What follows belongs to an exercise in optimizing a design on an open flow for small area, a short achievable clock period and few clock cycles per item; a production flow would make more cautious choices. In this exercise RTL edits were held to simulation tests only and were not proved equivalent to the original. No activity file was given, so power comes from the tool's default toggle rates.

===== constraint.sdc =====
create_clock -name core_clock -period 8.0 [get_ports {CLK}]
set_input_delay 1.6000 -clock core_clock [delete_from_list [all_inputs] [get_ports {CLK}]]
set_output_delay 1.6000 -clock core_clock [all_outputs]
set_load 0.01 [all_outputs]

===== run.sh =====
#!/bin/bash
# synth_recipe.tcl (not shown) runs the flow's synth.tcl, then flattens the netlist and writes it again
# the make line also repeats each setting of config.mk as NAME=value (left out here)
make -C /OpenROAD-flow-scripts/flow DESIGN_CONFIG=/design/flow/config.mk WORK_HOME=/design/flow/orfs CLKGATE_MAP_FILE= SYNTH_SCRIPT=/design/flow/synth_recipe.tcl finish

===== design.v =====
module sys_matmul_stream #(
  parameter int N      = 3,
  parameter int DW     = 8,
  parameter int ACC_W  = 2*DW + $clog2(N),
  parameter int SIGNED = 0
) (
  input  logic             CLK,
  input  logic             rst_n,
  input  logic             vld_in,
  output logic             rdy_in,
  input  logic [DW-1:0]    a,
  input  logic [DW-1:0]    b,
  input  logic             keep,
  output logic             vld_out,
  input  logic             rdy_out,
  output logic [ACC_W-1:0] c,
  output logic             last_out,
  output logic             busy,
  output logic [1:0]       dbg_state
);
  function automatic logic [8:0] rot1(input logic [8:0] x);
    rot1 = {x[7:0], x[8]};
  endfunction
  function automatic logic [8:0] rot2(input logic [8:0] x);
    rot2 = {x[6:0], x[8:7]};
  endfunction
  function automatic logic [8:0] rotm2(input logic [8:0] x);
    rotm2 = {x[1:0], x[8:2]};
  endfunction
  logic [8:0] ph;           
  logic [8:0] lb;           
  logic       lpar;         
  logic       lkeep;        
  logic       have_prev;    
  logic       cact;         
  logic       cfull;        
  logic [8:0] cp;           
  logic       cpar;
  logic       ckeep;
  logic [8:0] op;           
  logic [8:0] U;            
  logic       av, bv;       
  logic       akeep;
  logic       r_rdy, r_vld, r_last, r_busy, r_dbg0;
  logic [ACC_W-1:0] c_r;
  logic [DW-1:0] a_q, b_q;
  logic          v_q, wpar_q;
  logic [DW-1:0] A00, A01, A02, A11, A12, A21, A22;
  logic [DW-1:0] A10 [2];
  logic [DW-1:0] A20 [2];
  logic [DW-1:0] B10, B11, B12, B20, B21, B22;
  logic [DW-1:0] B00 [2];
  logic [DW-1:0] B01 [2];
  logic [DW-1:0] B02 [2];
  logic [ACC_W-1:0] L0s, L0c;
  logic [ACC_W-1:0] L [1:8];
  logic hs_in, hs_out;
  assign hs_in  = vld_in && r_rdy;
  assign hs_out = r_vld && rdy_out;
  logic [8:0] e_m;          
  logic       m_ready, m_fire;
  assign e_m = rot2(ph);
  assign m_ready = cfull || e_m[0] || ((e_m[1] || e_m[3] || e_m[4]) && lb[8]);
  assign m_fire  = cact && |(cp & e_m) && m_ready && !U[6];
  logic [8:0] ph_n, lb_n, cp_n, op_n, U_n;
  logic       lpar_n, lkeep_n, have_prev_n, cact_n, cfull_n, cpar_n, ckeep_n;
  logic       idle, hold;
  logic       vld_n, rdy_n, busy_n;
  logic [ACC_W-1:0] L1_n;
  assign idle = lb[0] && !cact && !(|U) && !av && !bv;
  function automatic logic rdy_calc(input logic [8:0] ph_x, input logic [8:0] lb_x,
                                    input logic cact_x, input logic cfull_x,
                                    input logic [8:0] cp_x, input logic u4, input logic u5);
    logic [8:0] done_b;    
    logic [8:0] at_b;      
    logic [8:0] at_b1;     
    logic       none, ontrack, ok;
    none  = lb_x[1] || lb_x[2];    
    done_b = 9'd0; at_b = 9'd0; at_b1 = 9'd0;
    if (lb_x[0])           begin done_b = 9'b111111000; at_b = 9'b000000100; at_b1 = 9'b000000010; end
    if (lb_x[3] || lb_x[6]) begin done_b = 9'b110000000; at_b = 9'b001000000; at_b1 = 9'b000100000; end
    if (lb_x[4] || lb_x[7]) begin done_b = 9'b100000000; at_b = 9'b010000000; at_b1 = 9'b001000000; end
    if (lb_x[5] || lb_x[8]) begin done_b = 9'b000000000; at_b = 9'b100000000; at_b1 = 9'b010000000; end
    ontrack = |(cp_x & rot2(ph_x));
    ok = !cact_x || !cfull_x || none || |(cp_x & done_b) ||
         (ontrack && |(cp_x & at_b) && !u5) ||
         (ontrack && |(cp_x & at_b1) && !u5 && !u4);
    rdy_calc = |(ph_x & lb_x) && ok;
  endfunction
  always_comb begin
    hold        = !have_prev && idle && !hs_in;
    ph_n        = hold ? 9'd1 : rot1(ph);
    lb_n        = hs_in ? rot1(lb) : lb;
    lpar_n      = lpar ^ (hs_in && lb[8]);
    lkeep_n     = (hs_in && lb[0]) ? (keep && have_prev) : lkeep;
    have_prev_n = have_prev || (hs_in && lb[8]);
    cact_n      = cact;
    cp_n        = cp;
    cfull_n     = cfull;
    cpar_n      = cpar;
    ckeep_n     = ckeep;
    if (m_fire) begin
      cp_n = rot1(cp);
      if (cp[8]) cact_n = 1'b0;
    end
    if (hs_in && lb[6]) begin
      cact_n  = 1'b1;
      cp_n    = 9'd1;
      cfull_n = 1'b0;
      cpar_n  = lpar;
      ckeep_n = lkeep;
    end
    if (hs_in && lb[8]) cfull_n = 1'b1;
    op_n = hs_out ? rot1(op) : op;
    U_n  = {U[7:2], U[1] && !hs_out, U[0], bv || U[8]};
    vld_n  = |(op_n & rotm2(ph_n)) && U_n[1] &&
             !(cact_n && !cfull_n && ((op_n[0] && !cp_n[0]) || (op_n[1] && cp_n[2])));
    rdy_n  = rdy_calc(ph_n, lb_n, cact_n, cfull_n, cp_n, U[4], U[5]);
    busy_n = !lb_n[0] || cact_n || (|U_n) || m_fire || av;
  end
  always_ff @(posedge CLK) begin
    if (!rst_n) begin
      ph        <= 9'd1;
      lb        <= 9'd1;
      lpar      <= 1'b0;
      lkeep     <= 1'b0;
      have_prev <= 1'b0;
      cact      <= 1'b0;
      cfull     <= 1'b0;
      cp        <= 9'd1;
      cpar      <= 1'b0;
      ckeep     <= 1'b0;
      op        <= 9'd1;
      U         <= '0;
      av        <= 1'b0;
      bv        <= 1'b0;
      v_q       <= 1'b0;
      r_rdy     <= 1'b1;
      r_vld     <= 1'b0;
      r_last    <= 1'b0;
      r_busy    <= 1'b0;
      r_dbg0    <= 1'b0;
      c_r       <= '0;
    end else begin
      ph        <= ph_n;
      lb        <= lb_n;
      lpar      <= lpar_n;
      lkeep     <= lkeep_n;
      have_prev <= have_prev_n;
      cact      <= cact_n;
      cfull     <= cfull_n;
      cp        <= cp_n;
      cpar      <= cpar_n;
      ckeep     <= ckeep_n;
      op        <= op_n;
      U         <= U_n;
      av        <= m_fire;
      bv        <= av;
      v_q       <= hs_in;
      r_rdy     <= rdy_n;
      r_vld     <= vld_n;
      r_last    <= vld_n && op_n[8];
      r_busy    <= busy_n;
      r_dbg0    <= !rdy_n && !vld_n;
      c_r       <= vld_n ? L1_n : '0;
    end
  end
  always_ff @(posedge CLK) begin
    a_q    <= a;
    b_q    <= b;
    wpar_q <= lpar;
    akeep  <= ckeep;
    if (v_q && ph[1]) begin A00 <= a_q;         B00[wpar_q] <= b_q; end
    if (v_q && ph[2]) begin A10[wpar_q] <= a_q; B01[wpar_q] <= b_q; end
    if (v_q && ph[3]) begin A20[wpar_q] <= a_q; B02[wpar_q] <= b_q; end
    if (v_q && ph[4]) begin A01 <= a_q;         B10 <= b_q; end
    if (v_q && ph[5]) begin A11 <= a_q;         B11 <= b_q; end
    if (v_q && ph[6]) begin A21 <= a_q;         B12 <= b_q; end
    if (v_q && ph[7]) begin A02 <= a_q;         B20 <= b_q; end
    if (v_q && ph[8]) begin A12 <= a_q;         B21 <= b_q; end
    if (v_q && ph[0]) begin A22 <= a_q;         B22 <= b_q; end
  end
  logic [DW-1:0] x0, x1, x2, y0, y1, y2;
  logic row0, row1, col0, col1;
  logic fwd_a, fwd_b;
  assign row0  = e_m[0] || e_m[1] || e_m[2];
  assign row1  = e_m[3] || e_m[4] || e_m[5];
  assign col0  = e_m[0] || e_m[3] || e_m[6];
  assign col1  = e_m[1] || e_m[4] || e_m[7];
  assign fwd_a = v_q && ph[7];
  assign fwd_b = v_q && (ph[7] || ph[8] || ph[0]);
  always_comb begin
    if (row0)      begin x0 = A00;       x1 = A01; x2 = A02; end
    else if (row1) begin x0 = A10[cpar]; x1 = A11; x2 = A12; end
    else           begin x0 = A20[cpar]; x1 = A21; x2 = A22; end
    if (fwd_a) x2 = a_q;
    if (col0)      begin y0 = B00[cpar]; y1 = B10; y2 = B20; end
    else if (col1) begin y0 = B01[cpar]; y1 = B11; y2 = B21; end
    else           begin y0 = B02[cpar]; y1 = B12; y2 = B22; end
    if (fwd_b) y2 = b_q;
  end
  logic [DW-1:0] X0, X1, X2, Y0, Y1, Y2;
  always_ff @(posedge CLK) begin
    X0 <= x0; X1 <= x1; X2 <= x2;
    Y0 <= y0; Y1 <= y1; Y2 <= y2;
  end
  logic [DW-1:0] pp0 [DW];
  logic [DW-1:0] pp1 [DW];
  logic [DW-1:0] pp2 [DW];
  logic [ACC_W-1:0] cpm;
  always_comb begin
    for (int i = 0; i < DW; i++) begin
      pp0[i] = X0[i] ? Y0 : '0;
      pp1[i] = X1[i] ? Y1 : '0;
      pp2[i] = X2[i] ? Y2 : '0;
    end
    cpm = akeep ? L[7] : '0;
  end
  logic [ACC_W-1:0] sum_r0, sum_r1;
  logic [3:0] ra0;
  logic [5:0] ra1;
  logic [5:0] ra2;
  logic [5:0] ra3;
  logic [5:0] ra4;
  logic [5:0] ra5;
  logic [5:0] ra6;
  logic [5:0] ra7;
  logic [5:0] ra8;
  logic [5:0] ra9;
  logic [5:0] ra10;
  logic [5:0] ra11;
  logic [5:0] ra12;
  logic [5:0] ra13;
  logic [5:0] ra14;
  logic [1:0] ra15;
  logic [0:0] ra16;
  logic [0:0] ra17;
  logic tas1;
  logic tac2;
  logic tas3;
  logic tac4;
  logic tas5;
  logic tac6;
  logic tas7;
  logic tac8;
  logic tas9;
  logic tac10;
  logic tas11;
  logic tac12;
  logic tas13;
  logic tac14;
  logic tas15;
  logic tac16;
  logic tas17;
  logic tac18;
  logic tas19;
  logic tac20;
  logic tas21;
  logic tac22;
  logic tas23;
  logic tac24;
  logic tas25;
  logic tac26;
  logic tas27;
  logic tac28;
  logic tas29;
  logic tac30;
  logic tas31;
  logic tac32;
  logic tas33;
  logic tac34;
  logic tas35;
  logic tac36;
  logic tas37;
  logic tac38;
  logic tas39;
  logic tac40;
  logic tas41;
  logic tac42;
  logic tas43;
  logic tac44;
  logic tas45;
  logic tac46;
  logic tas47;
  logic tac48;
  logic tas49;
  logic tac50;
  logic tas51;
  logic tac52;
  logic tas53;
  logic tac54;
  logic tas55;
  logic tac56;
  logic tas57;
  logic tac58;
  logic tas59;
  logic tac60;
  logic tas61;
  logic tac62;
  logic tas63;
  logic tac64;
  logic tas65;
  logic tac66;
  logic tas67;
  logic tac68;
  logic tas69;
  logic tac70;
  logic tas71;
  logic tac72;
  logic tas73;
  logic tac74;
  logic tas75;
  logic tac76;
  logic tas77;
  logic tac78;
  logic tas79;
  logic tac80;
  logic tas81;
  logic tac82;
  logic tas83;
  logic tac84;
  logic tas85;
  logic tac86;
  logic tas87;
  logic tac88;
  logic tas89;
  logic tac90;
  logic tas91;
  logic tac92;
  logic tas93;
  logic tac94;
  logic tas95;
  logic tac96;
  logic tas97;
  logic tac98;
  logic tas99;
  logic tac100;
  logic tas101;
  logic tac102;
  logic tas103;
  logic tac104;
  logic tas105;
  logic tac106;
  logic tas107;
  logic tac108;
  logic tas109;
  logic tac110;
  logic tas111;
  logic tac112;
  logic tas113;
  logic tac114;
  logic tas115;
  logic tac116;
  logic tas117;
  logic tac118;
  logic tas119;
  logic tac120;
  logic tas121;
  logic tac122;
  logic tas123;
  logic tac124;
  logic tas125;
  logic tac126;
  logic tas127;
  logic tac128;
  logic tas129;
  logic tac130;
  logic tas131;
  logic tac132;
  logic tas133;
  logic tac134;
  logic tas135;
  logic tac136;
  logic tas137;
  logic tac138;
  logic tas139;
  logic tac140;
  logic tas141;
  logic tac142;
  logic tas143;
  logic tac144;
  logic tas145;
  logic tac146;
  logic tas147;
  logic tac148;
  logic tas149;
  logic tac150;
  logic tas151;
  logic tac152;
  logic tas153;
  logic tac154;
  logic tas155;
  logic tac156;
  logic tas157;
  logic tac158;
  logic tas159;
  logic tac160;
  logic tas161;
  logic tac162;
  logic tas163;
  logic tac164;
  logic tas165;
  logic tac166;
  logic tas167;
  logic tac168;
  logic tas169;
  logic tac170;
  logic tas171;
  logic tac172;
  logic tas173;
  logic tac174;
  logic tas175;
  logic tac176;
  logic tas177;
  logic tac178;
  logic tas179;
  logic tac180;
  logic tas181;
  logic tac182;
  logic tas183;
  logic tac184;
  logic tas185;
  logic tac186;
  logic tas187;
  logic tac188;
  logic tas189;
  logic tac190;
  logic tas191;
  logic tac192;
  logic tas193;
  logic tac194;
  logic tas195;
  logic tac196;
  logic tas197;
  logic tac198;
  logic tas199;
  logic tac200;
  logic tas201;
  logic tac202;
  logic tas203;
  logic tac204;
  logic tas205;
  logic tac206;
  logic tas207;
  logic tac208;
  logic tas209;
  logic tac210;
  logic tas211;
  logic tac212;
  logic tas213;
  logic tac214;
  logic tas215;
  logic tac216;
  logic tas217;
  logic tac218;
  logic tas219;
  logic tac220;
  logic tas221;
  logic tac222;
  logic tas223;
  logic tac224;
  logic tas225;
  logic tac226;
  logic tas227;
  logic tac228;
  logic tas229;
  logic tac230;
  logic tas231;
  logic tac232;
  logic tas233;
  logic tac234;
  logic tas235;
  logic tac236;
  logic tas237;
  logic tac238;
  logic tas239;
  logic tac240;
  logic tas241;
  logic tac242;
  logic tas243;
  logic tac244;
  logic tas245;
  logic tac246;
  logic tas247;
  logic tac248;
  logic tas249;
  logic tac250;
  logic tas251;
  logic tac252;
  logic tas253;
  logic tac254;
  logic tas255;
  logic tac256;
  logic tbs257;
  logic tbc258;
  logic tbs259;
  logic tbc260;
  logic tbs261;
  logic tbc262;
  logic tbs263;
  logic tbc264;
  logic tbs265;
  logic tbc266;
  logic tbs267;
  logic tbc268;
  logic tbs269;
  logic tbc270;
  logic tbs271;
  logic tbc272;
  logic tbs273;
  logic tbc274;
  logic tbs275;
  logic tbc276;
  logic tbs277;
  logic tbc278;
  logic tbs279;
  logic tbc280;
  logic tbs281;
  logic tbc282;
  logic tbs283;
  logic tbc284;
  logic tbs285;
  logic tbc286;
  logic tbs287;
  logic tbc288;
  logic tbs289;
  logic tbc290;
  logic tbs291;
  logic tbc292;
  logic tbs293;
  logic tbc294;
  logic tbs295;
  logic tbc296;
  logic tbs297;
  logic tbc298;
  logic tbs299;
  logic tbc300;
  logic tbs301;
  logic tbc302;
  logic tbs303;
  logic tbc304;
  logic tbs305;
  logic tbc306;
  logic tbs307;
  logic tbc308;
  logic tbs309;
  logic tbc310;
  logic tbs311;
  logic tbc312;
  logic tbs313;
  logic tbc314;
  logic tbs315;
  logic tbc316;
  logic tbs317;
  logic tbc318;
  logic tbs319;
  logic tbc320;
  logic tbs321;
  logic tbc322;
  logic tbs323;
  logic tbc324;
  logic tbs325;
  logic tbc326;
  logic tbs327;
  logic tbc328;
  logic tbs329;
  logic tbc330;
  logic tbs331;
  logic tbc332;
  logic tbs333;
  logic tbc334;
  logic tbs335;
  logic tbc336;
  logic tbs337;
  logic tbc338;
  logic tbs339;
  logic tbc340;
  logic tbs341;
  logic tbc342;
  logic tbs343;
  logic tbc344;
  logic tbs345;
  logic tbc346;
  logic tbs347;
  logic tbc348;
  logic tbs349;
  logic tbc350;
  logic tbs351;
  logic tbc352;
  logic tbs353;
  logic tbc354;
  logic tbs355;
  logic tbc356;
  logic tbs357;
  logic tbc358;
  logic tbs359;
  logic tbc360;
  logic tbs361;
  logic tbc362;
  logic tbs363;
  logic tbc364;
  logic tbs365;
  logic tbc366;
  logic tbs367;
  logic tbc368;
  logic tbs369;
  logic tbc370;
  logic tbs371;
  logic tbc372;
  logic tbs373;
  logic tbc374;
  logic tbs375;
  logic tbc376;
  assign tas1 = pp0[0][6] ^ pp0[1][5] ^ pp0[2][4];
  assign tac2 = (pp0[0][6] & pp0[1][5]) | (pp0[0][6] & pp0[2][4]) | (pp0[1][5] & pp0[2][4]);
  assign tas3 = pp0[3][3] ^ pp0[4][2];
  assign tac4 = pp0[3][3] & pp0[4][2];
  assign tas5 = pp0[0][7] ^ pp0[1][6] ^ pp0[2][5];
  assign tac6 = (pp0[0][7] & pp0[1][6]) | (pp0[0][7] & pp0[2][5]) | (pp0[1][6] & pp0[2][5]);
  assign tas7 = pp0[3][4] ^ pp0[4][3] ^ pp0[5][2];
  assign tac8 = (pp0[3][4] & pp0[4][3]) | (pp0[3][4] & pp0[5][2]) | (pp0[4][3] & pp0[5][2]);
  assign tas9 = pp0[6][1] ^ pp0[7][0] ^ pp1[0][7];
  assign tac10 = (pp0[6][1] & pp0[7][0]) | (pp0[6][1] & pp1[0][7]) | (pp0[7][0] & pp1[0][7]);
  assign tas11 = pp1[1][6] ^ pp1[2][5] ^ pp1[3][4];
  assign tac12 = (pp1[1][6] & pp1[2][5]) | (pp1[1][6] & pp1[3][4]) | (pp1[2][5] & pp1[3][4]);
  assign tas13 = pp0[1][7] ^ pp0[2][6] ^ pp0[3][5];
  assign tac14 = (pp0[1][7] & pp0[2][6]) | (pp0[1][7] & pp0[3][5]) | (pp0[2][6] & pp0[3][5]);
  assign tas15 = pp0[4][4] ^ pp0[5][3] ^ pp0[6][2];
  assign tac16 = (pp0[4][4] & pp0[5][3]) | (pp0[4][4] & pp0[6][2]) | (pp0[5][3] & pp0[6][2]);
  assign tas17 = pp0[7][1] ^ pp1[1][7] ^ pp1[2][6];
  assign tac18 = (pp0[7][1] & pp1[1][7]) | (pp0[7][1] & pp1[2][6]) | (pp1[1][7] & pp1[2][6]);
  assign tas19 = pp1[3][5] ^ pp1[4][4];
  assign tac20 = pp1[3][5] & pp1[4][4];
  assign tas21 = pp0[2][7] ^ pp0[3][6] ^ pp0[4][5];
  assign tac22 = (pp0[2][7] & pp0[3][6]) | (pp0[2][7] & pp0[4][5]) | (pp0[3][6] & pp0[4][5]);
  assign tas23 = pp0[5][4] ^ pp0[6][3] ^ pp0[7][2];
  assign tac24 = (pp0[5][4] & pp0[6][3]) | (pp0[5][4] & pp0[7][2]) | (pp0[6][3] & pp0[7][2]);
  assign tas25 = pp0[0][4] ^ pp0[1][3] ^ pp0[2][2];
  assign tac26 = (pp0[0][4] & pp0[1][3]) | (pp0[0][4] & pp0[2][2]) | (pp0[1][3] & pp0[2][2]);
  assign tas27 = pp0[3][1] ^ pp0[4][0];
  assign tac28 = pp0[3][1] & pp0[4][0];
  assign tas29 = pp0[0][5] ^ pp0[1][4] ^ pp0[2][3];
  assign tac30 = (pp0[0][5] & pp0[1][4]) | (pp0[0][5] & pp0[2][3]) | (pp0[1][4] & pp0[2][3]);
  assign tas31 = pp0[3][2] ^ pp0[4][1] ^ pp0[5][0];
  assign tac32 = (pp0[3][2] & pp0[4][1]) | (pp0[3][2] & pp0[5][0]) | (pp0[4][1] & pp0[5][0]);
  assign tas33 = pp1[0][5] ^ pp1[1][4] ^ pp1[2][3];
  assign tac34 = (pp1[0][5] & pp1[1][4]) | (pp1[0][5] & pp1[2][3]) | (pp1[1][4] & pp1[2][3]);
  assign tas35 = pp1[3][2] ^ pp1[4][1] ^ pp1[5][0];
  assign tac36 = (pp1[3][2] & pp1[4][1]) | (pp1[3][2] & pp1[5][0]) | (pp1[4][1] & pp1[5][0]);
  assign tas37 = pp0[5][1] ^ pp0[6][0] ^ pp1[0][6];
  assign tac38 = (pp0[5][1] & pp0[6][0]) | (pp0[5][1] & pp1[0][6]) | (pp0[6][0] & pp1[0][6]);
  assign tas39 = pp1[1][5] ^ pp1[2][4] ^ pp1[3][3];
  assign tac40 = (pp1[1][5] & pp1[2][4]) | (pp1[1][5] & pp1[3][3]) | (pp1[2][4] & pp1[3][3]);
  assign tas41 = pp1[4][2] ^ pp1[5][1] ^ pp1[6][0];
  assign tac42 = (pp1[4][2] & pp1[5][1]) | (pp1[4][2] & pp1[6][0]) | (pp1[5][1] & pp1[6][0]);
  assign tas43 = pp2[0][6] ^ pp2[1][5] ^ pp2[2][4];
  assign tac44 = (pp2[0][6] & pp2[1][5]) | (pp2[0][6] & pp2[2][4]) | (pp2[1][5] & pp2[2][4]);
  assign tas45 = pp2[3][3] ^ pp2[4][2] ^ pp2[5][1];
  assign tac46 = (pp2[3][3] & pp2[4][2]) | (pp2[3][3] & pp2[5][1]) | (pp2[4][2] & pp2[5][1]);
  assign tas47 = pp1[4][3] ^ pp1[5][2] ^ pp1[6][1];
  assign tac48 = (pp1[4][3] & pp1[5][2]) | (pp1[4][3] & pp1[6][1]) | (pp1[5][2] & pp1[6][1]);
  assign tas49 = pp1[7][0] ^ pp2[0][7] ^ pp2[1][6];
  assign tac50 = (pp1[7][0] & pp2[0][7]) | (pp1[7][0] & pp2[1][6]) | (pp2[0][7] & pp2[1][6]);
  assign tas51 = pp2[2][5] ^ pp2[3][4] ^ pp2[4][3];
  assign tac52 = (pp2[2][5] & pp2[3][4]) | (pp2[2][5] & pp2[4][3]) | (pp2[3][4] & pp2[4][3]);
  assign tas53 = pp2[5][2] ^ pp2[6][1] ^ pp2[7][0];
  assign tac54 = (pp2[5][2] & pp2[6][1]) | (pp2[5][2] & pp2[7][0]) | (pp2[6][1] & pp2[7][0]);
  assign tas55 = cpm[7] ^ tas5 ^ tas7;
  assign tac56 = (cpm[7] & tas5) | (cpm[7] & tas7) | (tas5 & tas7);
  assign tas57 = tas9 ^ tas11;
  assign tac58 = tas9 & tas11;
  assign tas59 = pp1[5][3] ^ pp1[6][2] ^ pp1[7][1];
  assign tac60 = (pp1[5][3] & pp1[6][2]) | (pp1[5][3] & pp1[7][1]) | (pp1[6][2] & pp1[7][1]);
  assign tas61 = pp2[1][7] ^ pp2[2][6] ^ pp2[3][5];
  assign tac62 = (pp2[1][7] & pp2[2][6]) | (pp2[1][7] & pp2[3][5]) | (pp2[2][6] & pp2[3][5]);
  assign tas63 = pp2[4][4] ^ pp2[5][3] ^ pp2[6][2];
  assign tac64 = (pp2[4][4] & pp2[5][3]) | (pp2[4][4] & pp2[6][2]) | (pp2[5][3] & pp2[6][2]);
  assign tas65 = pp2[7][1] ^ cpm[8] ^ tas13;
  assign tac66 = (pp2[7][1] & cpm[8]) | (pp2[7][1] & tas13) | (cpm[8] & tas13);
  assign tas67 = tas15 ^ tas17 ^ tas19;
  assign tac68 = (tas15 & tas17) | (tas15 & tas19) | (tas17 & tas19);
  assign tas69 = tac6 ^ tac8 ^ tac10;
  assign tac70 = (tac6 & tac8) | (tac6 & tac10) | (tac8 & tac10);
  assign tas71 = pp1[2][7] ^ pp1[3][6] ^ pp1[4][5];
  assign tac72 = (pp1[2][7] & pp1[3][6]) | (pp1[2][7] & pp1[4][5]) | (pp1[3][6] & pp1[4][5]);
  assign tas73 = pp1[5][4] ^ pp1[6][3] ^ pp1[7][2];
  assign tac74 = (pp1[5][4] & pp1[6][3]) | (pp1[5][4] & pp1[7][2]) | (pp1[6][3] & pp1[7][2]);
  assign tas75 = pp2[2][7] ^ pp2[3][6] ^ pp2[4][5];
  assign tac76 = (pp2[2][7] & pp2[3][6]) | (pp2[2][7] & pp2[4][5]) | (pp2[3][6] & pp2[4][5]);
  assign tas77 = pp2[5][4] ^ pp2[6][3] ^ pp2[7][2];
  assign tac78 = (pp2[5][4] & pp2[6][3]) | (pp2[5][4] & pp2[7][2]) | (pp2[6][3] & pp2[7][2]);
  assign tas79 = cpm[9] ^ tas21 ^ tas23;
  assign tac80 = (cpm[9] & tas21) | (cpm[9] & tas23) | (tas21 & tas23);
  assign tas81 = tac14 ^ tac16 ^ tac18;
  assign tac82 = (tac14 & tac16) | (tac14 & tac18) | (tac16 & tac18);
  assign tas83 = pp0[3][7] ^ pp0[4][6] ^ pp0[5][5];
  assign tac84 = (pp0[3][7] & pp0[4][6]) | (pp0[3][7] & pp0[5][5]) | (pp0[4][6] & pp0[5][5]);
  assign tas85 = pp0[6][4] ^ pp0[7][3] ^ pp1[3][7];
  assign tac86 = (pp0[6][4] & pp0[7][3]) | (pp0[6][4] & pp1[3][7]) | (pp0[7][3] & pp1[3][7]);
  assign tas87 = pp1[4][6] ^ pp1[5][5] ^ pp1[6][4];
  assign tac88 = (pp1[4][6] & pp1[5][5]) | (pp1[4][6] & pp1[6][4]) | (pp1[5][5] & pp1[6][4]);
  assign tas89 = pp1[7][3] ^ pp2[3][7] ^ pp2[4][6];
  assign tac90 = (pp1[7][3] & pp2[3][7]) | (pp1[7][3] & pp2[4][6]) | (pp2[3][7] & pp2[4][6]);
  assign tas91 = pp2[5][5] ^ pp2[6][4] ^ pp2[7][3];
  assign tac92 = (pp2[5][5] & pp2[6][4]) | (pp2[5][5] & pp2[7][3]) | (pp2[6][4] & pp2[7][3]);
  assign tas93 = cpm[10] ^ tac22;
  assign tac94 = cpm[10] & tac22;
  assign tas95 = pp0[4][7] ^ pp0[5][6] ^ pp0[6][5];
  assign tac96 = (pp0[4][7] & pp0[5][6]) | (pp0[4][7] & pp0[6][5]) | (pp0[5][6] & pp0[6][5]);
  assign tas97 = pp0[7][4] ^ pp1[4][7] ^ pp1[5][6];
  assign tac98 = (pp0[7][4] & pp1[4][7]) | (pp0[7][4] & pp1[5][6]) | (pp1[4][7] & pp1[5][6]);
  assign tas99 = pp1[6][5] ^ pp1[7][4] ^ pp2[4][7];
  assign tac100 = (pp1[6][5] & pp1[7][4]) | (pp1[6][5] & pp2[4][7]) | (pp1[7][4] & pp2[4][7]);
  assign tas101 = pp0[0][2] ^ pp0[1][1];
  assign tac102 = pp0[0][2] & pp0[1][1];
  assign tas103 = pp0[0][3] ^ pp0[1][2] ^ pp0[2][1];
  assign tac104 = (pp0[0][3] & pp0[1][2]) | (pp0[0][3] & pp0[2][1]) | (pp0[1][2] & pp0[2][1]);
  assign tas105 = pp0[3][0] ^ pp1[0][3] ^ pp1[1][2];
  assign tac106 = (pp0[3][0] & pp1[0][3]) | (pp0[3][0] & pp1[1][2]) | (pp1[0][3] & pp1[1][2]);
  assign tas107 = pp1[2][1] ^ pp1[3][0];
  assign tac108 = pp1[2][1] & pp1[3][0];
  assign tas109 = pp1[0][4] ^ pp1[1][3] ^ pp1[2][2];
  assign tac110 = (pp1[0][4] & pp1[1][3]) | (pp1[0][4] & pp1[2][2]) | (pp1[1][3] & pp1[2][2]);
  assign tas111 = pp1[3][1] ^ pp1[4][0] ^ pp2[0][4];
  assign tac112 = (pp1[3][1] & pp1[4][0]) | (pp1[3][1] & pp2[0][4]) | (pp1[4][0] & pp2[0][4]);
  assign tas113 = pp2[1][3] ^ pp2[2][2] ^ pp2[3][1];
  assign tac114 = (pp2[1][3] & pp2[2][2]) | (pp2[1][3] & pp2[3][1]) | (pp2[2][2] & pp2[3][1]);
  assign tas115 = pp2[4][0] ^ cpm[4];
  assign tac116 = pp2[4][0] & cpm[4];
  assign tas117 = pp2[0][5] ^ pp2[1][4] ^ pp2[2][3];
  assign tac118 = (pp2[0][5] & pp2[1][4]) | (pp2[0][5] & pp2[2][3]) | (pp2[1][4] & pp2[2][3]);
  assign tas119 = pp2[3][2] ^ pp2[4][1] ^ pp2[5][0];
  assign tac120 = (pp2[3][2] & pp2[4][1]) | (pp2[3][2] & pp2[5][0]) | (pp2[4][1] & pp2[5][0]);
  assign tas121 = cpm[5] ^ tas29 ^ tas31;
  assign tac122 = (cpm[5] & tas29) | (cpm[5] & tas31) | (tas29 & tas31);
  assign tas123 = tas33 ^ tas35 ^ tac26;
  assign tac124 = (tas33 & tas35) | (tas33 & tac26) | (tas35 & tac26);
  assign tas125 = pp2[6][0] ^ cpm[6] ^ tas1;
  assign tac126 = (pp2[6][0] & cpm[6]) | (pp2[6][0] & tas1) | (cpm[6] & tas1);
  assign tas127 = tas3 ^ tas37 ^ tas39;
  assign tac128 = (tas3 & tas37) | (tas3 & tas39) | (tas37 & tas39);
  assign tas129 = tas41 ^ tas43 ^ tas45;
  assign tac130 = (tas41 & tas43) | (tas41 & tas45) | (tas43 & tas45);
  assign tas131 = tac30 ^ tac32 ^ tac34;
  assign tac132 = (tac30 & tac32) | (tac30 & tac34) | (tac32 & tac34);
  assign tas133 = tac2 ^ tac4 ^ tas47;
  assign tac134 = (tac2 & tac4) | (tac2 & tas47) | (tac4 & tas47);
  assign tas135 = tas49 ^ tas51 ^ tas53;
  assign tac136 = (tas49 & tas51) | (tas49 & tas53) | (tas51 & tas53);
  assign tas137 = tas55 ^ tas57 ^ tac38;
  assign tac138 = (tas55 & tas57) | (tas55 & tac38) | (tas57 & tac38);
  assign tas139 = tac40 ^ tac42 ^ tac44;
  assign tac140 = (tac40 & tac42) | (tac40 & tac44) | (tac42 & tac44);
  assign tas141 = tac12 ^ tas59 ^ tas61;
  assign tac142 = (tac12 & tas59) | (tac12 & tas61) | (tas59 & tas61);
  assign tas143 = tas63 ^ tas65 ^ tas67;
  assign tac144 = (tas63 & tas65) | (tas63 & tas67) | (tas65 & tas67);
  assign tas145 = tas69 ^ tac48 ^ tac50;
  assign tac146 = (tas69 & tac48) | (tas69 & tac50) | (tac48 & tac50);
  assign tas147 = tac52 ^ tac54 ^ tac56;
  assign tac148 = (tac52 & tac54) | (tac52 & tac56) | (tac54 & tac56);
  assign tas149 = tac20 ^ tas71 ^ tas73;
  assign tac150 = (tac20 & tas71) | (tac20 & tas73) | (tas71 & tas73);
  assign tas151 = tas75 ^ tas77 ^ tas79;
  assign tac152 = (tas75 & tas77) | (tas75 & tas79) | (tas77 & tas79);
  assign tas153 = tas81 ^ tac60 ^ tac62;
  assign tac154 = (tas81 & tac60) | (tas81 & tac62) | (tac60 & tac62);
  assign tas155 = tac64 ^ tac66 ^ tac68;
  assign tac156 = (tac64 & tac66) | (tac64 & tac68) | (tac66 & tac68);
  assign tas157 = tac24 ^ tas83 ^ tas85;
  assign tac158 = (tac24 & tas83) | (tac24 & tas85) | (tas83 & tas85);
  assign tas159 = tas87 ^ tas89 ^ tas91;
  assign tac160 = (tas87 & tas89) | (tas87 & tas91) | (tas89 & tas91);
  assign tas161 = tas93 ^ tac72 ^ tac74;
  assign tac162 = (tas93 & tac72) | (tas93 & tac74) | (tac72 & tac74);
  assign tas163 = tac76 ^ tac78 ^ tac80;
  assign tac164 = (tac76 & tac78) | (tac76 & tac80) | (tac78 & tac80);
  assign tas165 = pp2[5][6] ^ pp2[6][5] ^ pp2[7][4];
  assign tac166 = (pp2[5][6] & pp2[6][5]) | (pp2[5][6] & pp2[7][4]) | (pp2[6][5] & pp2[7][4]);
  assign tas167 = cpm[11] ^ tas95 ^ tas97;
  assign tac168 = (cpm[11] & tas95) | (cpm[11] & tas97) | (tas95 & tas97);
  assign tas169 = tas99 ^ tac84 ^ tac86;
  assign tac170 = (tas99 & tac84) | (tas99 & tac86) | (tac84 & tac86);
  assign tas171 = tac88 ^ tac90 ^ tac92;
  assign tac172 = (tac88 & tac90) | (tac88 & tac92) | (tac90 & tac92);
  assign tas173 = pp0[5][7] ^ pp0[6][6] ^ pp0[7][5];
  assign tac174 = (pp0[5][7] & pp0[6][6]) | (pp0[5][7] & pp0[7][5]) | (pp0[6][6] & pp0[7][5]);
  assign tas175 = pp1[5][7] ^ pp1[6][6] ^ pp1[7][5];
  assign tac176 = (pp1[5][7] & pp1[6][6]) | (pp1[5][7] & pp1[7][5]) | (pp1[6][6] & pp1[7][5]);
  assign tas177 = pp2[5][7] ^ pp2[6][6] ^ pp2[7][5];
  assign tac178 = (pp2[5][7] & pp2[6][6]) | (pp2[5][7] & pp2[7][5]) | (pp2[6][6] & pp2[7][5]);
  assign tas179 = cpm[12] ^ tac96 ^ tac98;
  assign tac180 = (cpm[12] & tac96) | (cpm[12] & tac98) | (tac96 & tac98);
  assign tas181 = pp0[6][7] ^ pp0[7][6] ^ pp1[6][7];
  assign tac182 = (pp0[6][7] & pp0[7][6]) | (pp0[6][7] & pp1[6][7]) | (pp0[7][6] & pp1[6][7]);
  assign tas183 = pp0[0][1] ^ pp0[1][0];
  assign tac184 = pp0[0][1] & pp0[1][0];
  assign tas185 = pp0[2][0] ^ pp1[0][2] ^ pp1[1][1];
  assign tac186 = (pp0[2][0] & pp1[0][2]) | (pp0[2][0] & pp1[1][1]) | (pp1[0][2] & pp1[1][1]);
  assign tas187 = pp1[2][0] ^ pp2[0][2] ^ pp2[1][1];
  assign tac188 = (pp1[2][0] & pp2[0][2]) | (pp1[2][0] & pp2[1][1]) | (pp2[0][2] & pp2[1][1]);
  assign tas189 = pp2[0][3] ^ pp2[1][2] ^ pp2[2][1];
  assign tac190 = (pp2[0][3] & pp2[1][2]) | (pp2[0][3] & pp2[2][1]) | (pp2[1][2] & pp2[2][1]);
  assign tas191 = pp2[3][0] ^ cpm[3] ^ tas103;
  assign tac192 = (pp2[3][0] & cpm[3]) | (pp2[3][0] & tas103) | (cpm[3] & tas103);
  assign tas193 = tas105 ^ tas107;
  assign tac194 = tas105 & tas107;
  assign tas195 = tas25 ^ tas27 ^ tas109;
  assign tac196 = (tas25 & tas27) | (tas25 & tas109) | (tas27 & tas109);
  assign tas197 = tas111 ^ tas113 ^ tas115;
  assign tac198 = (tas111 & tas113) | (tas111 & tas115) | (tas113 & tas115);
  assign tas199 = tac104 ^ tac106 ^ tac108;
  assign tac200 = (tac104 & tac106) | (tac104 & tac108) | (tac106 & tac108);
  assign tas201 = tac28 ^ tas117 ^ tas119;
  assign tac202 = (tac28 & tas117) | (tac28 & tas119) | (tas117 & tas119);
  assign tas203 = tas121 ^ tas123 ^ tac110;
  assign tac204 = (tas121 & tas123) | (tas121 & tac110) | (tas123 & tac110);
  assign tas205 = tac112 ^ tac114 ^ tac116;
  assign tac206 = (tac112 & tac114) | (tac112 & tac116) | (tac114 & tac116);
  assign tas207 = tac36 ^ tas125 ^ tas127;
  assign tac208 = (tac36 & tas125) | (tac36 & tas127) | (tas125 & tas127);
  assign tas209 = tas129 ^ tas131 ^ tac118;
  assign tac210 = (tas129 & tas131) | (tas129 & tac118) | (tas131 & tac118);
  assign tas211 = tac120 ^ tac122 ^ tac124;
  assign tac212 = (tac120 & tac122) | (tac120 & tac124) | (tac122 & tac124);
  assign tas213 = tac46 ^ tas133 ^ tas135;
  assign tac214 = (tac46 & tas133) | (tac46 & tas135) | (tas133 & tas135);
  assign tas215 = tas137 ^ tas139 ^ tac126;
  assign tac216 = (tas137 & tas139) | (tas137 & tac126) | (tas139 & tac126);
  assign tas217 = tac128 ^ tac130 ^ tac132;
  assign tac218 = (tac128 & tac130) | (tac128 & tac132) | (tac130 & tac132);
  assign tas219 = tac58 ^ tas141 ^ tas143;
  assign tac220 = (tac58 & tas141) | (tac58 & tas143) | (tas141 & tas143);
  assign tas221 = tas145 ^ tas147 ^ tac134;
  assign tac222 = (tas145 & tas147) | (tas145 & tac134) | (tas147 & tac134);
  assign tas223 = tac136 ^ tac138 ^ tac140;
  assign tac224 = (tac136 & tac138) | (tac136 & tac140) | (tac138 & tac140);
  assign tas225 = tac70 ^ tas149 ^ tas151;
  assign tac226 = (tac70 & tas149) | (tac70 & tas151) | (tas149 & tas151);
  assign tas227 = tas153 ^ tas155 ^ tac142;
  assign tac228 = (tas153 & tas155) | (tas153 & tac142) | (tas155 & tac142);
  assign tas229 = tac144 ^ tac146 ^ tac148;
  assign tac230 = (tac144 & tac146) | (tac144 & tac148) | (tac146 & tac148);
  assign tas231 = tac82 ^ tas157 ^ tas159;
  assign tac232 = (tac82 & tas157) | (tac82 & tas159) | (tas157 & tas159);
  assign tas233 = tas161 ^ tas163 ^ tac150;
  assign tac234 = (tas161 & tas163) | (tas161 & tac150) | (tas163 & tac150);
  assign tas235 = tac152 ^ tac154 ^ tac156;
  assign tac236 = (tac152 & tac154) | (tac152 & tac156) | (tac154 & tac156);
  assign tas237 = tac94 ^ tas165 ^ tas167;
  assign tac238 = (tac94 & tas165) | (tac94 & tas167) | (tas165 & tas167);
  assign tas239 = tas169 ^ tas171 ^ tac158;
  assign tac240 = (tas169 & tas171) | (tas169 & tac158) | (tas171 & tac158);
  assign tas241 = tac160 ^ tac162 ^ tac164;
  assign tac242 = (tac160 & tac162) | (tac160 & tac164) | (tac162 & tac164);
  assign tas243 = tac100 ^ tas173 ^ tas175;
  assign tac244 = (tac100 & tas173) | (tac100 & tas175) | (tas173 & tas175);
  assign tas245 = tas177 ^ tas179 ^ tac166;
  assign tac246 = (tas177 & tas179) | (tas177 & tac166) | (tas179 & tac166);
  assign tas247 = tac168 ^ tac170 ^ tac172;
  assign tac248 = (tac168 & tac170) | (tac168 & tac172) | (tac170 & tac172);
  assign tas249 = pp1[7][6] ^ pp2[6][7] ^ pp2[7][6];
  assign tac250 = (pp1[7][6] & pp2[6][7]) | (pp1[7][6] & pp2[7][6]) | (pp2[6][7] & pp2[7][6]);
  assign tas251 = cpm[13] ^ tas181 ^ tac174;
  assign tac252 = (cpm[13] & tas181) | (cpm[13] & tac174) | (tas181 & tac174);
  assign tas253 = tac176 ^ tac178 ^ tac180;
  assign tac254 = (tac176 & tac178) | (tac176 & tac180) | (tac178 & tac180);
  assign tas255 = pp0[7][7] ^ pp1[7][7] ^ pp2[7][7];
  assign tac256 = (pp0[7][7] & pp1[7][7]) | (pp0[7][7] & pp2[7][7]) | (pp1[7][7] & pp2[7][7]);
  always_ff @(posedge CLK) begin
    ra0 <= {cpm[0], pp2[0][0], pp1[0][0], pp0[0][0]};
    ra1 <= {tas183, cpm[1], pp2[1][0], pp2[0][1], pp1[1][0], pp1[0][1]};
    ra2 <= {tac184, tas187, tas185, tas101, cpm[2], pp2[2][0]};
    ra3 <= {tac188, tac186, tas193, tas191, tas189, tac102};
    ra4 <= {tac194, tac192, tac190, tas199, tas197, tas195};
    ra5 <= {tac200, tac198, tac196, tas205, tas203, tas201};
    ra6 <= {tac206, tac204, tac202, tas211, tas209, tas207};
    ra7 <= {tac212, tac210, tac208, tas217, tas215, tas213};
    ra8 <= {tac218, tac216, tac214, tas223, tas221, tas219};
    ra9 <= {tac224, tac222, tac220, tas229, tas227, tas225};
    ra10 <= {tac230, tac228, tac226, tas235, tas233, tas231};
    ra11 <= {tac236, tac234, tac232, tas241, tas239, tas237};
    ra12 <= {tac242, tac240, tac238, tas247, tas245, tas243};
    ra13 <= {tac248, tac246, tac244, tas253, tas251, tas249};
    ra14 <= {tac254, tac252, tac250, tas255, tac182, cpm[14]};
    ra15 <= {tac256, cpm[15]};
    ra16 <= {cpm[16]};
    ra17 <= {cpm[17]};
  end
  assign tbs257 = ra1[0] ^ ra1[1] ^ ra1[2];
  assign tbc258 = (ra1[0] & ra1[1]) | (ra1[0] & ra1[2]) | (ra1[1] & ra1[2]);
  assign tbs259 = ra2[0] ^ ra2[1] ^ ra2[2];
  assign tbc260 = (ra2[0] & ra2[1]) | (ra2[0] & ra2[2]) | (ra2[1] & ra2[2]);
  assign tbs261 = ra2[3] ^ ra2[4];
  assign tbc262 = ra2[3] & ra2[4];
  assign tbs263 = ra3[0] ^ ra3[1] ^ ra3[2];
  assign tbc264 = (ra3[0] & ra3[1]) | (ra3[0] & ra3[2]) | (ra3[1] & ra3[2]);
  assign tbs265 = ra3[3] ^ ra3[4] ^ ra3[5];
  assign tbc266 = (ra3[3] & ra3[4]) | (ra3[3] & ra3[5]) | (ra3[4] & ra3[5]);
  assign tbs267 = ra4[0] ^ ra4[1] ^ ra4[2];
  assign tbc268 = (ra4[0] & ra4[1]) | (ra4[0] & ra4[2]) | (ra4[1] & ra4[2]);
  assign tbs269 = ra4[3] ^ ra4[4] ^ ra4[5];
  assign tbc270 = (ra4[3] & ra4[4]) | (ra4[3] & ra4[5]) | (ra4[4] & ra4[5]);
  assign tbs271 = ra5[0] ^ ra5[1] ^ ra5[2];
  assign tbc272 = (ra5[0] & ra5[1]) | (ra5[0] & ra5[2]) | (ra5[1] & ra5[2]);
  assign tbs273 = ra5[3] ^ ra5[4] ^ ra5[5];
  assign tbc274 = (ra5[3] & ra5[4]) | (ra5[3] & ra5[5]) | (ra5[4] & ra5[5]);
  assign tbs275 = ra6[0] ^ ra6[1] ^ ra6[2];
  assign tbc276 = (ra6[0] & ra6[1]) | (ra6[0] & ra6[2]) | (ra6[1] & ra6[2]);
  assign tbs277 = ra6[3] ^ ra6[4] ^ ra6[5];
  assign tbc278 = (ra6[3] & ra6[4]) | (ra6[3] & ra6[5]) | (ra6[4] & ra6[5]);
  assign tbs279 = ra7[0] ^ ra7[1] ^ ra7[2];
  assign tbc280 = (ra7[0] & ra7[1]) | (ra7[0] & ra7[2]) | (ra7[1] & ra7[2]);
  assign tbs281 = ra7[3] ^ ra7[4] ^ ra7[5];
  assign tbc282 = (ra7[3] & ra7[4]) | (ra7[3] & ra7[5]) | (ra7[4] & ra7[5]);
  assign tbs283 = ra8[0] ^ ra8[1] ^ ra8[2];
  assign tbc284 = (ra8[0] & ra8[1]) | (ra8[0] & ra8[2]) | (ra8[1] & ra8[2]);
  assign tbs285 = ra8[3] ^ ra8[4] ^ ra8[5];
  assign tbc286 = (ra8[3] & ra8[4]) | (ra8[3] & ra8[5]) | (ra8[4] & ra8[5]);
  assign tbs287 = ra9[0] ^ ra9[1] ^ ra9[2];
  assign tbc288 = (ra9[0] & ra9[1]) | (ra9[0] & ra9[2]) | (ra9[1] & ra9[2]);
  assign tbs289 = ra9[3] ^ ra9[4] ^ ra9[5];
  assign tbc290 = (ra9[3] & ra9[4]) | (ra9[3] & ra9[5]) | (ra9[4] & ra9[5]);
  assign tbs291 = ra10[0] ^ ra10[1] ^ ra10[2];
  assign tbc292 = (ra10[0] & ra10[1]) | (ra10[0] & ra10[2]) | (ra10[1] & ra10[2]);
  assign tbs293 = ra10[3] ^ ra10[4] ^ ra10[5];
  assign tbc294 = (ra10[3] & ra10[4]) | (ra10[3] & ra10[5]) | (ra10[4] & ra10[5]);
  assign tbs295 = ra11[0] ^ ra11[1] ^ ra11[2];
  assign tbc296 = (ra11[0] & ra11[1]) | (ra11[0] & ra11[2]) | (ra11[1] & ra11[2]);
  assign tbs297 = ra11[3] ^ ra11[4] ^ ra11[5];
  assign tbc298 = (ra11[3] & ra11[4]) | (ra11[3] & ra11[5]) | (ra11[4] & ra11[5]);
  assign tbs299 = ra12[0] ^ ra12[1] ^ ra12[2];
  assign tbc300 = (ra12[0] & ra12[1]) | (ra12[0] & ra12[2]) | (ra12[1] & ra12[2]);
  assign tbs301 = ra12[3] ^ ra12[4] ^ ra12[5];
  assign tbc302 = (ra12[3] & ra12[4]) | (ra12[3] & ra12[5]) | (ra12[4] & ra12[5]);
  assign tbs303 = ra13[0] ^ ra13[1] ^ ra13[2];
  assign tbc304 = (ra13[0] & ra13[1]) | (ra13[0] & ra13[2]) | (ra13[1] & ra13[2]);
  assign tbs305 = ra13[3] ^ ra13[4] ^ ra13[5];
  assign tbc306 = (ra13[3] & ra13[4]) | (ra13[3] & ra13[5]) | (ra13[4] & ra13[5]);
  assign tbs307 = ra14[0] ^ ra14[1] ^ ra14[2];
  assign tbc308 = (ra14[0] & ra14[1]) | (ra14[0] & ra14[2]) | (ra14[1] & ra14[2]);
  assign tbs309 = ra14[3] ^ ra14[4] ^ ra14[5];
  assign tbc310 = (ra14[3] & ra14[4]) | (ra14[3] & ra14[5]) | (ra14[4] & ra14[5]);
  assign tbs311 = ra0[0] ^ ra0[1];
  assign tbc312 = ra0[0] & ra0[1];
  assign tbs313 = ra1[3] ^ ra1[4] ^ ra1[5];
  assign tbc314 = (ra1[3] & ra1[4]) | (ra1[3] & ra1[5]) | (ra1[4] & ra1[5]);
  assign tbs315 = ra2[5] ^ tbs259 ^ tbs261;
  assign tbc316 = (ra2[5] & tbs259) | (ra2[5] & tbs261) | (tbs259 & tbs261);
  assign tbs317 = tbs263 ^ tbs265 ^ tbc260;
  assign tbc318 = (tbs263 & tbs265) | (tbs263 & tbc260) | (tbs265 & tbc260);
  assign tbs319 = tbs267 ^ tbs269 ^ tbc264;
  assign tbc320 = (tbs267 & tbs269) | (tbs267 & tbc264) | (tbs269 & tbc264);
  assign tbs321 = tbs271 ^ tbs273 ^ tbc268;
  assign tbc322 = (tbs271 & tbs273) | (tbs271 & tbc268) | (tbs273 & tbc268);
  assign tbs323 = tbs275 ^ tbs277 ^ tbc272;
  assign tbc324 = (tbs275 & tbs277) | (tbs275 & tbc272) | (tbs277 & tbc272);
  assign tbs325 = tbs279 ^ tbs281 ^ tbc276;
  assign tbc326 = (tbs279 & tbs281) | (tbs279 & tbc276) | (tbs281 & tbc276);
  assign tbs327 = tbs283 ^ tbs285 ^ tbc280;
  assign tbc328 = (tbs283 & tbs285) | (tbs283 & tbc280) | (tbs285 & tbc280);
  assign tbs329 = tbs287 ^ tbs289 ^ tbc284;
  assign tbc330 = (tbs287 & tbs289) | (tbs287 & tbc284) | (tbs289 & tbc284);
  assign tbs331 = tbs291 ^ tbs293 ^ tbc288;
  assign tbc332 = (tbs291 & tbs293) | (tbs291 & tbc288) | (tbs293 & tbc288);
  assign tbs333 = tbs295 ^ tbs297 ^ tbc292;
  assign tbc334 = (tbs295 & tbs297) | (tbs295 & tbc292) | (tbs297 & tbc292);
  assign tbs335 = tbs299 ^ tbs301 ^ tbc296;
  assign tbc336 = (tbs299 & tbs301) | (tbs299 & tbc296) | (tbs301 & tbc296);
  assign tbs337 = tbs303 ^ tbs305 ^ tbc300;
  assign tbc338 = (tbs303 & tbs305) | (tbs303 & tbc300) | (tbs305 & tbc300);
  assign tbs339 = tbs307 ^ tbs309 ^ tbc304;
  assign tbc340 = (tbs307 & tbs309) | (tbs307 & tbc304) | (tbs309 & tbc304);
  assign tbs341 = ra15[0] ^ ra15[1] ^ tbc308;
  assign tbc342 = (ra15[0] & ra15[1]) | (ra15[0] & tbc308) | (ra15[1] & tbc308);
  assign tbs343 = ra0[2] ^ ra0[3];
  assign tbc344 = ra0[2] & ra0[3];
  assign tbs345 = tbs257 ^ tbs313 ^ tbc312;
  assign tbc346 = (tbs257 & tbs313) | (tbs257 & tbc312) | (tbs313 & tbc312);
  assign tbs347 = tbc258 ^ tbs315 ^ tbc314;
  assign tbc348 = (tbc258 & tbs315) | (tbc258 & tbc314) | (tbs315 & tbc314);
  assign tbs349 = tbc262 ^ tbs317 ^ tbc316;
  assign tbc350 = (tbc262 & tbs317) | (tbc262 & tbc316) | (tbs317 & tbc316);
  assign tbs351 = tbc266 ^ tbs319 ^ tbc318;
  assign tbc352 = (tbc266 & tbs319) | (tbc266 & tbc318) | (tbs319 & tbc318);
  assign tbs353 = tbc270 ^ tbs321 ^ tbc320;
  assign tbc354 = (tbc270 & tbs321) | (tbc270 & tbc320) | (tbs321 & tbc320);
  assign tbs355 = tbc274 ^ tbs323 ^ tbc322;
  assign tbc356 = (tbc274 & tbs323) | (tbc274 & tbc322) | (tbs323 & tbc322);
  assign tbs357 = tbc278 ^ tbs325 ^ tbc324;
  assign tbc358 = (tbc278 & tbs325) | (tbc278 & tbc324) | (tbs325 & tbc324);
  assign tbs359 = tbc282 ^ tbs327 ^ tbc326;
  assign tbc360 = (tbc282 & tbs327) | (tbc282 & tbc326) | (tbs327 & tbc326);
  assign tbs361 = tbc286 ^ tbs329 ^ tbc328;
  assign tbc362 = (tbc286 & tbs329) | (tbc286 & tbc328) | (tbs329 & tbc328);
  assign tbs363 = tbc290 ^ tbs331 ^ tbc330;
  assign tbc364 = (tbc290 & tbs331) | (tbc290 & tbc330) | (tbs331 & tbc330);
  assign tbs365 = tbc294 ^ tbs333 ^ tbc332;
  assign tbc366 = (tbc294 & tbs333) | (tbc294 & tbc332) | (tbs333 & tbc332);
  assign tbs367 = tbc298 ^ tbs335 ^ tbc334;
  assign tbc368 = (tbc298 & tbs335) | (tbc298 & tbc334) | (tbs335 & tbc334);
  assign tbs369 = tbc302 ^ tbs337 ^ tbc336;
  assign tbc370 = (tbc302 & tbs337) | (tbc302 & tbc336) | (tbs337 & tbc336);
  assign tbs371 = tbc306 ^ tbs339 ^ tbc338;
  assign tbc372 = (tbc306 & tbs339) | (tbc306 & tbc338) | (tbs339 & tbc338);
  assign tbs373 = tbc310 ^ tbs341 ^ tbc340;
  assign tbc374 = (tbc310 & tbs341) | (tbc310 & tbc340) | (tbs341 & tbc340);
  assign tbs375 = ra16[0] ^ tbc342;
  assign tbc376 = ra16[0] & tbc342;
  assign sum_r0 = {ra17[0], tbs375, tbs373, tbs371, tbs369, tbs367, tbs365, tbs363, tbs361, tbs359, tbs357, tbs355, tbs353, tbs351, tbs349, tbs347, tbs345, tbs311};
  assign sum_r1 = {tbc376, tbc374, tbc372, tbc370, tbc368, tbc366, tbc364, tbc362, tbc360, tbc358, tbc356, tbc354, tbc352, tbc350, tbc348, tbc346, tbc344, tbs343};
  assign L1_n = L0s + L0c;
  always_ff @(posedge CLK) begin
    L0s  <= bv ? sum_r0 : L[8];
    L0c  <= bv ? sum_r1 : '0;
    L[1] <= L1_n;
    for (int i = 2; i <= 8; i++) L[i] <= L[i-1];
  end
  assign rdy_in    = r_rdy;
  assign vld_out   = r_vld;
  assign last_out  = r_last;
  assign busy      = r_busy;
  assign dbg_state = {r_vld, r_dbg0};
  assign c         = c_r;
endmodule

===== config.mk =====
export PLATFORM = sky130hd
export DESIGN_NAME = sys_matmul_stream
export DESIGN_NICKNAME = sys_matmul_stream
export VERILOG_FILES = /design/flow/design.v
export SDC_FILE = /design/flow/constraint.sdc
export NUM_CORES = 4
export LEC_CHECK = 0
export CAP_MARGIN = 20
export CORE_MARGIN = 2
export CORE_UTILIZATION = 40
export SLEW_MARGIN = 20

==> flow_summary.toml, run 1 <==
[outcome]
outcome = "finished clean"

[place]
hpwl_mm = 33.0
dp.cells = 2617
port_buffers = 44
place_ws_ns = 3.29
gp_congestion = 0.926

[synthesis]
async_flop_share_pct = 0
syn_area_per_cell_sq_um = 13.0
yosys_warnings = 5
synth_seq_cells = 601
syn-cell-area_sq_um = 23800
yosysMostFrequentCell = "dfxtp_1"
synth_ff_type = "dfxtp_1"
yosysTopAreaCellShare_pct = 35.1
netlist_instances = 1835
synth_top_area_cell = "dfxtp_1"
synth_common_cells = "dfxtp_1 (417), inv_1 (224), and2_1 (218)"
synthTopCellsByArea = "dfxtp_1 (35%), edfxtp_1 (23%), fa_1 (15%), and2_1 (5.7%), inv_1 (3.5%)"
ys_seq_area_share_pct = 58.4
syn_nets = 2062
synth_cell_type_count = 61
synth_edf_count = 184

[clocking]
cts.htree.levels = 2
path_clk_slew_ns = 0.06
cts_resized = 0
cts_tree = "yes"
cts_max_path_buffers = 3
clkLatencyLatePin_ns = 0.62
hold_buffers = 0
root_buffer = "clkbuf_16"
cts-buffers-inserted = 60
cts_setup_buffers = 0
cts.sinks = 601

[cells_and_area]
n_fill_cell = 5248
final_util_pct = 46.0
layout-drive-gt1-share_pct = 8.26
syn2layout_area_growth_pct = 14.0
nets = 2133
fin_cells = 2723
n_antenna_cell = 0

[timing]
slew_violations = 0
min_period_over_period_pct = 53.2
skew_ns = 0.0213
tightest_slew_ns = 0.869
setup_tns_ns = 0
setup_viol = 0
timing_hold_violations_final = 0
rsz0062_at_grt = "false"
max-slew-margin-rel_pct = 42.0
period_minus_slack_ns = 4.26
max_clock_freq_ghz = 0.235
fin_ws_ns = 3.74

[worst_setup_path]
path_class = "in -> reg"
cp_max_fo = 12
cp-start-kind = "input pin"
critPathRequiredTime_ns = 8.48
endpoint_kind = "register"
cp.arrival_ns = 4.74

[detailed_routing]
postRouteAntennaNets = 0
viasPerCell = 4.64
vias = 12600
dr.pass1.iters = 5
drc = 0
drtIter0Drc = 724
totalWireLength_mm = 45.7
detail_route.wl_per_cell_microns = 16.8

[global_route]
grt_usage_pct = 15.5
grt_max_degree = 49
grt_overflow = 0
grt_pass1_wl_mm = 74.1
antenna_found_initial = 0
grt_pass1_vias = 13500

[power]
leakage_nw = 11.2
irDropWorstVdd_uv = 192
powerDensity_nw_per_um2 = 290
finalPower_mw = 7.86

[floorplan]
die_w_microns = 248
num_rows = 89
die_area_sq_um = 61400
start_util_pct = 40.3
core_sq_um = 58900
die_height_microns = 248
num_io_pins = 45

[hold_path]
hold_class = "reg -> reg"

[run]
cap_violations = 0
[placed cells by master, fill, tap and decap left out, types with 9 or more instances in the layout]
cell	n
o21ai_0	53
nand2_1	127
clkbuf_16	64
clkbuf_8	13
a21boi_0	10
mux2_2	32
a21oi_1	45
ha_1	31
clkbuf_1	12
inv_1	224
edfxtp_1	184
nor2_1	42
dfxtp_1	417
mux2i_1	53
xnor2_1	10
nand3_1	15
nor2b_1	22
fa_1	175
and3_1	12
o22ai_1	9
and2_1	218
buf_4	11
mux4_2	16
clkdlybuf4s50_1	44
[stage by stage]
stage               hold slack (ns)  instance area [sq um]
floorplan                     0.310                  23800
global placement              0.310                  25100
detailed placement            0.312                  25100
CTS                           0.324                  27100
global route                  0.328                  27100
finish                        0.324                  27100
[worst max-delay path, stage by stage]
cell,delay (ns)
clkdlybuf4s50_1,0.68
nand2_1,0.38
mux2i_1,0.67
mux2i_1,0.27
a221oi_1,0.10
o32ai_1,0.32
nor4_1,0.13
o311ai_1,0.50
a31oi_1,0.09
[layer usage]
metal / vias up / GRT usage, % / routed length [microns]
met1: 6227 / 22.0 / 22500
met3: 93 / 2.39 / 1590
met5: - / 0 / 0
met2: 213 / 24.5 / 20500
met4: 0 / 4.95 / 1180
li1: 6110 / - / -
[power breakdown]
| group | total [mW] | switching, mW | internal, mW |
|---|---|---|---|
| clock network | 2.81 | 1.12 | 1.69 |
| registers | 3.50 | 0.158 | 3.34 |
| logic | 1.55 | 0.877 | 0.670 |
[cell type report]
class                           instances  area [sq um]  area share, %
Clock inverter                         17           200          0.739
Tap cell                              773           967           3.57
Clock buffer                           89          1830           6.74
Sequential cell                       601         13900           51.2
Inverter                              226           848           3.13
Multi-Input combinational cell        962          8860           32.7
Timing Repair Buffer                   55           523           1.93
[registers in the layout, indices dropped and copies added (netlist names), 9 cells and up, named ones only]
| signal | count |
|---|---|
| A10 | 16 |
| A20 | 16 |
| B00 | 16 |
| B01 | 16 |
| B02 | 16 |
| L | 144 |
| L0c | 18 |
| L0s | 18 |
| U | 9 |
| c_r | 18 |
| cp | 9 |
| lb | 9 |
| op | 9 |
| ph | 9 |
[path summary, 6_finish.rpt]
path	start	to	cells after the start	slack (ns)
max reg2reg	ph[1]	r_dbg0	8	4.64
max	vld_in	r_dbg0	9	3.74
min reg2reg	L[3][10]	L[4][10]	0	0.32
min	L[3][10]	L[4][10]	0	0.32
[cell families after synthesis]
kind of cell	synth area share, %
buffers and inverters	4.43
AOI/OAI and AO/OA	4.11
DFF	58.4
adders and majority gates	16.4
and+or+nand+nor	10.8
xor gates and xnor gates	0.516
muxes	5.36
Testbench counts, summed over its fixed seeds: cycles 14,488, items 1,600.
==> run 2, diff against run 1 <==
--- a/config.mk
+++ b/config.mk
@@ -7,2 +7,3 @@
 export LEC_CHECK = 0
+export ABC_CLOCK_PERIOD_IN_PS = 2800
 export CAP_MARGIN = 20
@@ -10,2 +11,3 @@
 export CORE_UTILIZATION = 40
+export SETUP_SLACK_MARGIN = 5
 export SLEW_MARGIN = 20
==> run 2 against run 1 <==
Against the previous run: global-route usage grew 0.35 points; utilization up 0.55 points; synthesized cell count stayed put; clock skew up 0.0033 ns; first-iteration DRC count decreased by 28%; combinational power about the same; final cell count increased by 0.62%; die area unchanged; hold slack lost 0.0028 ns; fmax up 45%; critical path type unchanged; highest routed layer unchanged.
==> flow_summary.toml, run 2 <==
[outcome]
outcome = "finished clean"

[worst_setup_path]
r2r_start = "Y0[2]"
critPathRequiredTime_ns = 8.49
max_stage_delay_ns = 0.36
path_class = "in -> reg"
cp_num_buf_inv = 1
reg2reg_to = "ra8[0]"
endpoint = "r_dbg0"
crit_path_top_delay_cell = "or2_2"
cp.arrival_ns = 3.43
worstPathCellList = "clkbuf_4 > nor4bb_4 > or2_2 > nor3_1 > a211oi_1 > o32ai_2 > nor4_2 > o311ai_2 > a31oi_1"
endpoint_kind = "register"
r2r_cells = 7
cp_max_fo = 11
cp-start-kind = "input pin"
setup.worst_path.start = "vld_in"
path_delay_family = "simple AND/OR/NAND/NOR gates"
worst-path-stages = 9
reg2reg_slack_ns = 5.11

[cells_and_area]
final_common_cell = "dfxtp_1"
n_fill_cell = 5196
largest_reg_flops = 144
final_util_pct = 46.5
layout-drive-gt1-share_pct = 11.0
nets = 2149
syn2layout_area_growth_pct = 15.4
most-common-layout-cells = "dfxtp_1 (411), inv_1 (224), and2_1 (218)"
fin_area_sq_um = 27400
regMostFlops = "L"
fin_cells = 2740

[global_route]
met1_usage_pct = 21.5
antenna_found_initial = 0
grt_pass1_vias = 13600
grtUsageMet3_pct = 2.53
grt_usage_pct = 15.8
grt_max_degree = 49
gr-max-usage-layer = "met2"
grt_overflow = 0
use_met2_pct = 26.3
grt_pass1_wl_mm = 75.3

[timing]
skew_ns = 0.0245
tightest_slew_ns = 0.880
timing_hold_violations_final = 0
setup_tns_ns = 0
fin_ws_ns = 5.06
max-slew-margin-rel_pct = 41.3
slew_violations = 0
max_clock_freq_ghz = 0.340
setup_viol = 0
min_period_over_period_pct = 36.7
period_minus_slack_ns = 2.94
rsz0062_at_grt = "true"

[clocking]
root_buffer = "clkbuf_16"
cts_max_path_buffers = 3
cts.htree.levels = 2
path_clk_slew_ns = 0.06
cts.sinks = 601
clkLatencyLatePin_ns = 0.63
cts_tree = "yes"
cts-buffers-inserted = 58

[synthesis]
synth_mux_area_share_pct = 5.36
yosysTopAreaCellShare_pct = 35.1
synth_adder_area_share_pct = 16.4
syn_area_per_cell_sq_um = 13.0
synth_seq_cells = 601
netlist_instances = 1835
synth_ff_type = "dfxtp_1"
yosys_warnings = 5
synth_cell_type_count = 61
synth_edf_count = 184
synth_xor_area_share_pct = 0.516
async_flop_share_pct = 0
ys_seq_area_share_pct = 58.4
yosysMostFrequentCell = "dfxtp_1"
synth_top_family_by_area = "adder cells"
synth-compound-area-share_pct = 4.11
syn-cell-area_sq_um = 23800
synth-simple-area-share_pct = 10.8
synth_top_area_cell = "dfxtp_1"
synthTopCellsByArea = "dfxtp_1 (35%), edfxtp_1 (23%), fa_1 (15%), and2_1 (5.7%), inv_1 (3.5%)"
syn_nets = 2062
synth_common_cells = "dfxtp_1 (417), inv_1 (224), and2_1 (218)"

[place]
port_buffers = 44
hpwl_mm = 33.5
dp.cells = 2618
dpl-instance-area_sq_um = 25200
place_ws_ns = 3.60
gp_congestion = 0.898

[detailed_routing]
vias = 12800
postRouteAntennaNets = 0
detail_route.wl_per_cell_microns = 17.1
drc = 0
dr.pass1.iters = 5
totalWireLength_mm = 46.9
drtIter0Drc = 524
viasPerCell = 4.67

[floorplan]
die_area_sq_um = 61400
start_util_pct = 40.3
die_w_microns = 248
num_io_pins = 45
core_sq_um = 58900
die_height_microns = 248
num_rows = 89

[power]
irDropWorstVdd_uv = 220
powerDensity_nw_per_um2 = 289
leakage_nw = 11.4

[run]
cap_violations = 0

[hold_path]
hold_class = "reg -> reg"
hold_path_depth = 0
## run 2: power by group
part	switching, mW	internal [mW]	leakage, nW
Clock	1.14	1.72	0.987
Sequential	0.158	3.34	5.07
Combinational	0.886	0.678	5.33
## run 2: worst reg2reg max path: cells and delay by family (launching register included)
| family | cells | cell delay [ns] |
|---|---|---|
| and+or+nand+nor | 1 | 0.23 |
| buffers and inverters | 2 | 0.12 |
| adders and majority gates | 4 | 2.00 |
| DFF | 1 | 0.42 |
## run 2: layout make-up
cell class | count | area (sq um) | share of cell area [%]
well taps | 773 | 967 | 3.53
clock buffers | 70 | 1570 | 5.71
repair buffers | 73 | 621 | 2.26
flip-flops and latches | 601 | 13900 | 50.6
inverters | 226 | 851 | 3.10
clock inverters | 34 | 470 | 1.72
multi-input cells | 962 | 9060 | 33.0
diodes | 1 | 2.50 | 0.00913
## run 2: how the worst min path moves through the flow
stage | from | end | slack, ns
detailed placement | L[1][13] | L[2][13] | 0.31
finish | L[1][7] | L[2][7] | 0.32
floorplan | L[1][0] | L[2][0] | 0.31
CTS | L[1][7] | L[2][7] | 0.32
global route | L[3][17] | L[4][17] | 0.32
global placement | L[1][8] | L[2][8] | 0.31
## run 2: kinds of logic (layout without fill, tap and decap cells)
family                   after synthesis  in the layout
flip-flops                           601            601
AND/OR/NAND/NOR                      479            479
buffers and inverters                272            403
adder cells (fa/ha/maj)              206            206
AO/OA/AOI/OAI                        160            160
multiplexers                         103            103
XOR/XNOR                              14             14
other                                  0              1
## run 2: metal layers
metal	wire [microns]	part of all wire (%)
met4	1000	2.1
met1	22100	47
met3	1700	3.6
met5	0	0
met2	22100	47
## run 2: what timing repair did
action | 4_1_cts | 5_1_grt
hold buffers | 0 | 0
cloned | 0 | 0
pin swaps | 5 | 5
setup endpoints to repair | 46 | 23
buffers inserted | 15 | 2
gates resized for setup | 44 | 22
## run 2: metrics by stage
step / hold slack [ns] / total power [mW]
after CTS: 0.323 / 8.04
after floorplan: 0.310 / 4.67
final: 0.321 / 7.93
after detailed placement: 0.312 / 5.16
after global placement: 0.310 / 5.11
after global routing: 0.321 / 8.49

what the ideal ports hide:
How much do the figures lean on ideal ports? The routed layouts below were timed once more, with nothing changed but the port constraints.
Step 1 (the two cells are an assumption about what drives the block):
set clk [get_ports {CLK}]
set_driving_cell -lib_cell sky130_fd_sc_hd__clkbuf_16 $clk
set_driving_cell -lib_cell sky130_fd_sc_hd__buf_2 [delete_from_list [all_inputs] $clk]
Step 2 also shifts input and output timing later by t, the mid clock arrival at the registers, as if the neighbouring blocks saw the same clock.
Three values: no drivers, after step 1, after step 2; two values: the first two.
| run | shift t [ns] | slack for setup (ns) | worst data-port slew with drivers (ns) |
|---|---|---|---|
| run 1 | 0.667 | 3.744 / 3.784 / 3.117 | 0.06 |
| run 2 | 0.674 | 5.061 / 5.023 / 4.427 | 0.04 |
After both steps every run listed still meets setup and hold. The setup slack of run 2, which loses most, moves by -0.038 ns with the drivers and by -0.634 ns with both steps.
